Source: an optimization exercise on an open RTL-to-GDS flow (aim: small area). Production flows keep margins and buffers that such runs may drop. At most, simulation tests tie the RTL to the original design; equivalence was not proved.

==> flow/design.v <==
package frer_pkg;
    localparam int NUM_PORTS  = 4;
    localparam int PORT_IDX_W = 2;
    localparam int SEQ_W    = 16;
    localparam int HANDLE_W = 4;
    localparam int NUM_STREAMS = 16;
    localparam logic [SEQ_W-1:0] INVALID_SEQ = '1;
    localparam logic [15:0] RESET_TICKS = 16'd50;
    typedef logic [NUM_PORTS-1:0] port_mask_t;   
    typedef struct packed {
        logic [SEQ_W-1:0]    seq_num;   
        logic [HANDLE_W-1:0] handle;    
    } tag_info_t;
    typedef enum logic [1:0] {
        VERDICT_NONE    = 2'd0,   
        VERDICT_PASS    = 2'd1,
        VERDICT_DISCARD = 2'd2
    } verdict_e;
    typedef enum logic [1:0] {
        ST_IDLE   = 2'd0,
        ST_LOOKUP = 2'd1,
        ST_DECIDE = 2'd2,
        ST_REPORT = 2'd3
    } ctrl_state_e;
endpackage
`timescale 1ns/1ps
module match_recovery_top (
    input  logic        i_clk,
    input  logic        i_rst,
    input  logic [3:0]  i_tag_valid,
    input  logic [79:0] i_tag,   
    output logic [3:0]  o_pass_en,
    output logic [3:0]  o_discard_en,
    output logic [3:0]  o_judge_finish
);
    logic [1:0]  r_state;     
    logic [1:0]  r_grant;     
    logic [3:0]  r_pending;
    logic [19:0] r_tag [4];   
    logic [5:0]  r_time;      
    logic        r_done;      
    logic        r_hit;       
    logic [1:0] next_idx;
    logic       next_found;
    logic [1:0] cand;
    always_comb begin
        next_found = 1'b0;
        next_idx   = r_grant;
        cand       = r_grant;
        for (int k = 1; k <= 4; k++) begin
            cand = r_grant + 2'(k);
            if (!next_found && r_pending[cand]) begin
                next_found = 1'b1;
                next_idx   = cand;
            end
        end
    end
    wire       idle   = (r_state == 2'd0);
    wire       report = (r_state == 2'd3);
    wire [3:0] finish = report ? (4'b0001 << r_grant) : 4'b0000;
    always_ff @(posedge i_clk) begin
        if (i_rst) begin
            r_state <= 2'd0;
            r_grant <= 2'd3;
        end else if (idle) begin
            if (next_found) begin
                r_grant <= next_idx;
                r_state <= 2'd1;
            end
        end else begin
            r_state <= r_state + 2'd1;
        end
    end
    always_ff @(posedge i_clk) begin
        if (i_rst) r_pending <= 4'b0000;
        else       r_pending <= (r_pending & ~finish) | i_tag_valid;
    end
    wire busy = r_state[0] ^ r_state[1];
    always_ff @(posedge i_clk) begin
        for (int p = 0; p < 4; p++) begin
            if (i_tag_valid[p] && !(busy && r_grant == 2'(p)))
                r_tag[p] <= i_tag[p*20 +: 20];
        end
    end
    wire [5:0] time_n     = r_time + 6'd1;
    wire [2:0] time_n_hi1 = time_n[5:3] + 3'd1;
    always_ff @(posedge i_clk) begin
        if (i_rst) r_time <= 6'd0;
        else       r_time <= time_n;
    end
    wire [19:0] cur  = r_tag[r_grant];
    wire [3:0]  h    = cur[3:0];
    wire [15:0] s    = cur[19:4];
    wire        sval = (s != 16'hffff);
    logic [15:0] s_seq [16];
    logic [5:0]  s_t   [16];
    logic [15:0] s_a;
    logic [15:0] s_q;
    function automatic logic [3:0] tap_of(input logic [3:0] slot);
        case (slot)
            4'd0:    tap_of = 4'b1000;
            4'd3:    tap_of = 4'b1001;
            4'd6:    tap_of = 4'b1010;
            4'd9:    tap_of = 4'b1011;
            4'd12:   tap_of = 4'b1100;
            4'd15:   tap_of = 4'b1101;
            default: tap_of = 4'b0000;
        endcase
    endfunction
    logic       r_at;    
    logic [2:0] r_ti;
    wire  [3:0] h_next = !idle ? h
                       : i_tag_valid[next_idx] ? i_tag[next_idx*20 +: 4]
                       : r_tag[next_idx][3:0];
    wire        win_next = !i_rst && (idle ? next_found : !report);
    wire        done_next = !idle && (r_done || r_at);
    wire  [3:0] tap_next = tap_of(h_next + r_time[3:0] + 4'd1);
    always_ff @(posedge i_clk) begin
        r_at <= win_next && !done_next && tap_next[3];
        r_ti <= tap_next[2:0];
    end
    wire [2:0] ti     = r_ti;
    wire       at_tap = r_at;
    logic [15:0] e_seq;
    logic [5:0]  e_t;
    logic        e_a;
    logic        e_q;
    always_comb begin
        case (ti)
            3'd0:    begin e_seq = s_seq[0];  e_t = s_t[0];  e_a = s_a[0];  e_q = s_q[0];  end
            3'd1:    begin e_seq = s_seq[3];  e_t = s_t[3];  e_a = s_a[3];  e_q = s_q[3];  end
            3'd2:    begin e_seq = s_seq[6];  e_t = s_t[6];  e_a = s_a[6];  e_q = s_q[6];  end
            3'd3:    begin e_seq = s_seq[9];  e_t = s_t[9];  e_a = s_a[9];  e_q = s_q[9];  end
            3'd4:    begin e_seq = s_seq[12]; e_t = s_t[12]; e_a = s_a[12]; e_q = s_q[12]; end
            default: begin e_seq = s_seq[15]; e_t = s_t[15]; e_a = s_a[15]; e_q = s_q[15]; end
        endcase
    end
    wire [5:0] g_i  = r_time - {4'd0, r_state};   
    wire [5:0] age  = g_i - e_t;                   
    wire       ta   = e_a | e_q | (age >= 6'd54);
    wire       eq   = (e_seq == s);
    wire       vpass = sval & (ta | ~eq);
        wire       qnew  = ~e_a & (age == 6'd52);
    for (genvar i = 0; i < 16; i++) begin : g_slot
        localparam int J = (i + 15) % 16;   
        logic [15:0] nseq;
        logic [5:0]  nt;
        logic        na;
        logic        nq;
        if ((J % 3) == 0) begin : g_tap
            wire wr = at_tap && (ti == 3'(J / 3));
            assign nseq = (wr && sval)  ? s     : s_seq[J];
            assign nt   = (wr && vpass) ? g_i   : s_t[J];
            assign nq   = (wr && vpass) ? qnew  : s_q[J];
            assign na   = i_rst | (s_a[J] & ~(wr && vpass));
        end else if (J == 2 || J == 10) begin : g_scrub
            wire [5:0] a = r_time - s_t[J];
            wire old = (a[5:3] == 3'b111);
            assign nseq = s_seq[J];
            assign nt   = s_t[J];
            assign nq   = s_q[J];
            assign na   = i_rst | s_a[J] | old;
        end else begin : g_plain
            assign nseq = s_seq[J];
            assign nt   = s_t[J];
            assign nq   = s_q[J];
            assign na   = i_rst | s_a[J];
        end
        always_ff @(posedge i_clk) begin
            s_seq[i] <= nseq;
            s_t[i]   <= nt;
            s_a[i]   <= na;
            s_q[i]   <= nq;
        end
    end
    always_ff @(posedge i_clk) begin
        r_done <= done_next;
    end
    wire hit = ~ta & eq;
    always_ff @(posedge i_clk) begin
        if (at_tap && !report) r_hit <= hit;
    end
    wire fhit  = (at_tap && report) ? hit : r_hit;
    wire fpass = sval & ~fhit;
    wire fdisc = sval & fhit;
    assign o_judge_finish = finish;
    assign o_pass_en      = finish & {4{fpass}};
    assign o_discard_en   = finish & {4{fdisc}};
endmodule
export LEC_CHECK = 0
export ABC_AREA = 1
export CAP_MARGIN = 0
export CORE_MARGIN = 2
export CORE_UTILIZATION = 40
export CTS_CLUSTER_DIAMETER = 100
export CTS_CLUSTER_SIZE = 30
export SLEW_MARGIN = 0
create_clock -name core_clock -period 5.0 [get_ports {i_clk}]
standard.sh (not shown) runs the stock make flow with config.mk's settings and CLKGATE_MAP_FILE= SYNTH_SCRIPT=/design/flow/synth_recipe.tcl, a recipe that flattens the netlist after the stock synthesis.
==> flow/flow/run.sh <==
#!/bin/bash
# The standard layout (standard.sh) with these changes:
#  - synthesis is synth_recipe.tcl unchanged, except that ABC maps the logic
#    with an area script (flow/synth_nf.tcl, flow/abc_nf.script)
#  - port buffers use the smallest buffer cell (BUFFER_PORTS_ARGS)
#  - clock tree synthesis runs without dummy loads (CTS_ARGS)
# Each tool's output goes to ORFS's per-step logs under orfs/logs; make's own
# output goes to flow_make.log here.
set -euo pipefail
export FLOW_WORK="$PWD"
export BUFFER_PORTS_ARGS="-buffer_cell sky130_fd_sc_hd__buf_1"
export CTS_ARGS="-sink_clustering_enable -repair_clock_nets -sink_clustering_size 30 -sink_clustering_max_diameter 100 -dont_use_dummy_load"
sed "s#SYNTH_SCRIPT=[^ ]*synth_recipe.tcl#SYNTH_SCRIPT=$PWD/flow/synth_nf.tcl#" standard.sh > standard_nf.sh
grep -q "SYNTH_SCRIPT=$PWD/flow/synth_nf.tcl" standard_nf.sh
bash standard_nf.sh > flow_make.log 2>&1
==> flow/flow/abc_nf.script <==
strash
&get -n
&fraig -x
&put
scorr
dc2
strash
&get -n
&dch -f
&nf -R 1000
&put
==> flow/flow/synth_nf.tcl <==
# The standard synthesis (synth_recipe.tcl, sourced unchanged below) with one
# change: the ABC run that maps the combinational logic uses abc_nf.script, an
# area-oriented script (&nf mapper), in place of ORFS's abc_area.script.
# Flip-flops are mapped before ABC runs, so the registers are the same.
proc abc {args} {
  set i [lsearch -exact $args -script]
  if {$i >= 0 && [string match *abc_area.script [lindex $args [expr {$i + 1}]]]} {
    lset args [expr {$i + 1}] $::env(FLOW_WORK)/flow/abc_nf.script
  }
  yosys abc {*}$args
}
source $::env(FLOW_WORK)/synth_recipe.tcl
==> next run, changes <==
--- a/flow/design.v
+++ b/flow/design.v
@@ -86,11 +86,12 @@
     wire [2:0] time_n_hi1 = time_n[5:3] + 3'd1;
     always_ff @(posedge i_clk) begin
         if (i_rst) r_time <= 6'd0;
         else       r_time <= time_n;
     end
-    wire [19:0] cur  = r_tag[r_grant];
+    wire [1:0]  gsel = idle ? next_idx : r_grant;
+    wire [19:0] cur  = r_tag[gsel];
     wire [3:0]  h    = cur[3:0];
     wire [15:0] s    = cur[19:4];
     wire        sval = (s != 16'hffff);
     logic [15:0] s_seq [16];
     logic [5:0]  s_t   [16];
@@ -107,13 +108,11 @@
             default: tap_of = 4'b0000;
         endcase
     endfunction
     logic       r_at;    
     logic [2:0] r_ti;
-    wire  [3:0] h_next = !idle ? h
-                       : i_tag_valid[next_idx] ? i_tag[next_idx*20 +: 4]
-                       : r_tag[next_idx][3:0];
+    wire  [3:0] h_next = (idle && i_tag_valid[next_idx]) ? i_tag[next_idx*20 +: 4] : h;
     wire        win_next = !i_rst && (idle ? next_found : !report);
     wire        done_next = !idle && (r_done || r_at);
     wire  [3:0] tap_next = tap_of(h_next + r_time[3:0] + 4'd1);
     always_ff @(posedge i_clk) begin
         r_at <= win_next && !done_next && tap_next[3];
The changed run finished but failed the layout checks on setup timing.
Sequential share of layout area decreases by 2.7 points.
Die area is about the same.
Via count barely changes.
Worst hold slack improved by 0.029 ns.
Synthesized cell count decreases by 0.76%.
Final area increases by 4.5%.
Cell count increases by 3.4%.
Routed wire length increases by 0.77%.
No functional check of the RTL was part of the second run of this note.

==> afterwards: timing with drivers on the ports <==
The results above use ideal ports. As a check the final layouts listed here were re-extracted and re-timed, cells and wires unchanged.
Step 1 sets driving cells, clkbuf_16 on the clock port and buf_2 on the other inputs (assumed; they add their load-dependent delay and slew).
Step 2 adds t to the input delays and takes it off the output delays; t is the mean of the earliest and latest rising clock arrival at the registers after step 1. Input paths then give back, and output paths get back, about the clock's delay inside the block.
Three values: ideal, step 1, step 2; two values: the first two.
run | t, ns | slack for setup (ns) | worst setup path at the end | clock arrival spread, ns | worst data-port slew with drivers (ns)
the first run | 0.564 | 0.195 / 0.145 / 0.470 | register to register | 0.098 / 0.099 | 0.05
the second run | 0.563 | -0.532 / -0.579 / -0.016 | register to output | 0.078 / 0.078 | 0.04
